Context: an optimization exercise on an open-source flow, tuned for small area. The choices shown serve that exercise and are no tape-out recipe.
In this exercise RTL edits were held to simulation tests only and were not proved equivalent to the original.
Power is estimated from default activity; no workload was simulated.

// c_subset_token_scanner
module c_subset_token_scanner (
  input  logic        clk,
  input  logic        rst,
  input  logic        src_valid,
  output logic        src_ready,
  input  logic [8:0]  src_item,
  output logic        tok_valid,
  input  logic        tok_ready,
  output logic [60:0] tok_item
);
Settings: LEC_CHECK=0, CAP_MARGIN=20, CORE_MARGIN=2, CORE_UTILIZATION=65, PLACE_DENSITY=0.75, SLEW_MARGIN=20; clock period 8.0 ns.
standard.sh (not shown) runs the stock make flow with config.mk's settings and CLKGATE_MAP_FILE= SYNTH_SCRIPT=/design/flow/synth_recipe.tcl, a recipe that flattens the netlist after the stock synthesis.
==> flow/flow/run.sh <==
#!/bin/bash
# Own layout flow: the standard flow with three changes.
#  1. After the standard synthesis, the combinational logic is mapped again
#     by ABC for area (remap.ys, area.abc); every register keeps the
#     instance, name and cell the standard synthesis gave it.
#  2. Port buffers are the smallest buffer cell.
#  3. Clock tree synthesis uses larger sink clusters and no dummy loads.
# Each tool's full output goes to a log file in this folder.
set -euo pipefail
HERE=$(pwd)
R=$HERE/orfs/results/$FLOW_PLATFORM/c_subset_token_scanner/base
LIB=$FLOW_HOME/platforms/$FLOW_PLATFORM/lib/sky130_fd_sc_hd__tt_025C_1v80.lib
YOSYS=$FLOW_HOME/../tools/install/yosys/bin/yosys
[[ -x $YOSYS ]] || YOSYS=yosys

bash standard.sh synth > 1_standard_synth.log 2>&1
cp "$R/1_2_yosys.v" "$HERE/1_2_yosys_standard.v"

python3 flow/mklibs.py "$LIB" "$HERE/comb.lib" "$HERE/abc.lib" > 2_mklibs.log 2>&1
sed -e "s#@LIB@#$LIB#; s#@COMB@#$HERE/comb.lib#; s#@ABCLIB@#$HERE/abc.lib#" \
    -e "s#@IN@#$HERE/1_2_yosys_standard.v#; s#@TOP@#$FLOW_TOP#" \
    -e "s#@SCRIPT@#$HERE/flow/area.abc#; s#@OUT@#$HERE/1_2_yosys_remapped.v#" \
    flow/remap.ys.in > remap.ys
"$YOSYS" -l 3_remap.log remap.ys > /dev/null 2>&1
cp "$HERE/1_2_yosys_remapped.v" "$R/1_2_yosys.v"
rm -f "$R/1_synth.odb" "$R/1_synth.sdc"

export BUFFER_PORTS_ARGS="-buffer_cell sky130_fd_sc_hd__buf_1"
export CTS_ARGS="-sink_clustering_enable -repair_clock_nets -dont_use_dummy_load -sink_clustering_size 20 -sink_clustering_max_diameter 60 -buf_list {sky130_fd_sc_hd__clkbuf_4 sky130_fd_sc_hd__clkbuf_8}"
bash standard.sh > 4_standard_layout.log 2>&1
Other scripts of this flow, unchanged in this note and not shown: flow/flow/area.abc, flow/flow/mklibs.py, flow/flow/remap.ys.in
The baseline completed without violations.
Edit:
Settings changed: CORE_UTILIZATION 65 to 40, PLACE_DENSITY 0.75 to default.
Outcome: The new run produced a clean layout. Maximum frequency barely changes. Synthesized cell count is unchanged. Wire length is higher by about 4.4%. Design area is higher by 1.7%. Setup slack improved by 0.0030 ns.

* * *

try-raven:
Another version of the RTL of c_subset_token_scanner (not shown whole).
Size: about 1300 cells after synthesis, ~76 I/O pins, roughly 0.014 mm² of cells after synthesis.
Settings: LEC_CHECK=0, CAP_MARGIN=20, CORE_MARGIN=2, CORE_UTILIZATION=40, GPL_TIMING_DRIVEN=0, SLEW_MARGIN=20; clock period 8.0 ns.
==> flow/flow/run.sh <==
#!/bin/bash
# Own layout flow: the standard flow with three changes.
#  1. After the standard synthesis, the combinational logic is mapped again
#     by ABC for area (remap.ys): each ABC script in scripts.abc is tried and
#     the netlist with the smallest cell area is kept. Every register keeps
#     the instance, name and cell the standard synthesis gave it.
#  2. Port buffers are the smallest buffer cell.
#  3. Clock tree synthesis uses larger sink clusters and no dummy loads.
# Each tool's full output goes to a log file in this folder.
set -euo pipefail
HERE=$(pwd)
R=$HERE/orfs/results/$FLOW_PLATFORM/c_subset_token_scanner/base
LIB=$FLOW_HOME/platforms/$FLOW_PLATFORM/lib/sky130_fd_sc_hd__tt_025C_1v80.lib
YOSYS=$FLOW_HOME/../tools/install/yosys/bin/yosys
[[ -x $YOSYS ]] || YOSYS=yosys

bash standard.sh synth > 1_standard_synth.log 2>&1
cp "$R/1_2_yosys.v" "$HERE/1_2_yosys_standard.v"

python3 flow/mklibs.py "$LIB" "$HERE/comb.lib" "$HERE/abc.lib" > 2_mklibs.log 2>&1

best=""; best_area=""
i=0
while IFS= read -r script; do
  [[ -z "$script" ]] && continue
  i=$((i + 1))
  printf '%s\n' "$script" > "remap_$i.abc"
  sed -e "s#@LIB@#$LIB#; s#@COMB@#$HERE/comb.lib#; s#@ABCLIB@#$HERE/abc.lib#" \
      -e "s#@IN@#$HERE/1_2_yosys_standard.v#; s#@TOP@#$FLOW_TOP#" \
      -e "s#@SCRIPT@#$HERE/remap_$i.abc#; s#@OUT@#$HERE/1_2_yosys_remap_$i.v#" \
      flow/remap.ys.in > "remap_$i.ys"
  if "$YOSYS" -l "3_remap_$i.log" "remap_$i.ys" > /dev/null 2>&1; then
    area=$(grep "Chip area" "3_remap_$i.log" | tail -1 | awk '{print $NF}')
    echo "script $i: area $area: $script" >> 3_remap_summary.log
    if [[ -n "$area" ]] && { [[ -z "$best_area" ]] || python3 -c "import sys; sys.exit(0 if float('$area') < float('$best_area') else 1)"; }; then
      best=$i; best_area=$area
    fi
  else
    echo "script $i: failed: $script" >> 3_remap_summary.log
  fi
done < flow/scripts.abc
echo "kept script $best (area $best_area)" >> 3_remap_summary.log
cp "$HERE/1_2_yosys_remap_$best.v" "$R/1_2_yosys.v"
rm -f "$R/1_synth.odb" "$R/1_synth.sdc"

export BUFFER_PORTS_ARGS="-buffer_cell sky130_fd_sc_hd__buf_1"
export CTS_ARGS="-sink_clustering_enable -repair_clock_nets -dont_use_dummy_load -sink_clustering_size 20 -sink_clustering_max_diameter 60 -buf_list {sky130_fd_sc_hd__clkbuf_4 sky130_fd_sc_hd__clkbuf_8}"
bash standard.sh > 4_standard_layout.log 2>&1
Other scripts of this flow, unchanged in this note and not shown: flow/flow/mklibs.py, flow/flow/remap.ys.in, flow/flow/scripts.abc
## Diff of input files: try-fjord against try-raven
- clearing GPL_TIMING_DRIVEN, which used to be 0
--- a/flow/flow/run.sh
+++ b/flow/flow/run.sh
@@ -45,4 +45,4 @@
 
 export BUFFER_PORTS_ARGS="-buffer_cell sky130_fd_sc_hd__buf_1"
-export CTS_ARGS="-sink_clustering_enable -repair_clock_nets -dont_use_dummy_load -sink_clustering_size 20 -sink_clustering_max_diameter 60 -buf_list {sky130_fd_sc_hd__clkbuf_4 sky130_fd_sc_hd__clkbuf_8}"
+export CTS_ARGS="-sink_clustering_enable -repair_clock_nets -dont_use_dummy_load -sink_clustering_size 24 -sink_clustering_max_diameter 50 -buf_list {sky130_fd_sc_hd__clkbuf_4 sky130_fd_sc_hd__clkbuf_8}"
 bash standard.sh > 4_standard_layout.log 2>&1
## What came out
try-raven: no failed stages, no open violations at the end. try-fjord closes out successfully: all stages finished, all timing, DRC and antenna checks passed. Summary — worst hold slack across all endpoints, try-fjord relative to try-raven: lower, by 0.0080 ns. | per-cell routed wire length | try-fjord vs try-raven | about 2.7% lower |. From try-raven to try-fjord the numbers moved as follows: total of clock buffers placed in the layout picked up an extra about 11%; wire length lost 820 µm; flip-flop and latch count neither gained nor lost much; aggregate global-route resource usage lost 0.63 points.
--- input diff try-fjord..try-violet ---
- PLACE_DENSITY newly set to 0.65
- CORE_UTILIZATION changed from 40 to 50
--- a/flow/flow/run.sh
+++ b/flow/flow/run.sh
@@ -45,4 +45,4 @@
 
 export BUFFER_PORTS_ARGS="-buffer_cell sky130_fd_sc_hd__buf_1"
-export CTS_ARGS="-sink_clustering_enable -repair_clock_nets -dont_use_dummy_load -sink_clustering_size 24 -sink_clustering_max_diameter 50 -buf_list {sky130_fd_sc_hd__clkbuf_4 sky130_fd_sc_hd__clkbuf_8}"
+export CTS_ARGS="-sink_clustering_enable -repair_clock_nets -dont_use_dummy_load -sink_clustering_size 20 -sink_clustering_max_diameter 60 -buf_list {sky130_fd_sc_hd__clkbuf_4 sky130_fd_sc_hd__clkbuf_8}"
 bash standard.sh > 4_standard_layout.log 2>&1
==> run notes <==
- Compared with try-fjord, in try-violet area added between synthesis and finish moved down, core utilization moved up.
- try-violet vs try-fjord — final instance area dropped about 2.2%.
- Detailed-router iteration count before antenna repair ended up 1 lower on try-violet than on try-fjord.
diff inputs: try-violet => try-tundra
- changing CORE_UTILIZATION from 50 to 40
- removing PLACE_DENSITY (formerly 0.65)
Findings:
Worst setup slack delta (try-tundra − try-violet): favourable
try-tundra ends up with a utilization of the core after routing that is 11 points lower than in try-violet.
Compared with try-violet, try-tundra shows a clock transition time at the flip-flop clock pins of the worst setup and hold paths that is 0.02 ns higher.
Between try-tundra and try-violet, average detailed-routed wire length per instance is higher for try-violet, try-tundra comes in under that.
try-tundra vs. try-violet: sequential share of layout area now smaller; logic gate share of total power shows an increase of 0.2 points; total power consumption of the routed design barely changed; number of DRC markers after the initial detailed-route iteration climbed about 13%; fraction of met2 tracks used by global routing -6.3 points.
try-tundra vs try-violet: area of all placed cells without fillers up in try-tundra
try-tundra vs try-violet — cell area after placement rose about 0.9%.

-- afterwards: timing with drivers on the ports --
In the flow no input, the clock included, has a driving cell. The finished layouts below were timed again as built, in two steps. Step 1: set_driving_cell puts a clkbuf_16 on clk and a buf_2 on each other input, an assumption about the parent block. Step 2 times the ports against the registers' clock, not the clock port: input delays grow and output delays shrink by t, the midpoint of the rising clock arrivals with the driver on. Three values: no drivers, after step 1, after step 2; two values: the first two.
| run | t (ns) | setup slack, ns | worst slew at a driven data input, ns | cell pins on the clock port's net |
|---|---|---|---|---|
| the first run of note 1 | 0.613 | 0.264 / 0.219 / 0.832 | 0.03 | 1 |
| the second run of note 1 | 0.621 | 0.267 / 0.220 / 0.841 | 0.03 | 1 |
| try-raven | 0.602 | 0.205 / 0.158 / 0.585 | 0.05 | 1 |
| try-fjord | 0.621 | 0.196 / 0.148 / 0.650 | 0.05 | 1 |
| try-violet | 0.612 | 0.267 / 0.218 / 0.554 | 0.03 | 1 |
| try-tundra | 0.601 | 0.287 / 0.238 / 0.656 | 0.05 | 1 |
After both steps every run listed still meets setup and hold.
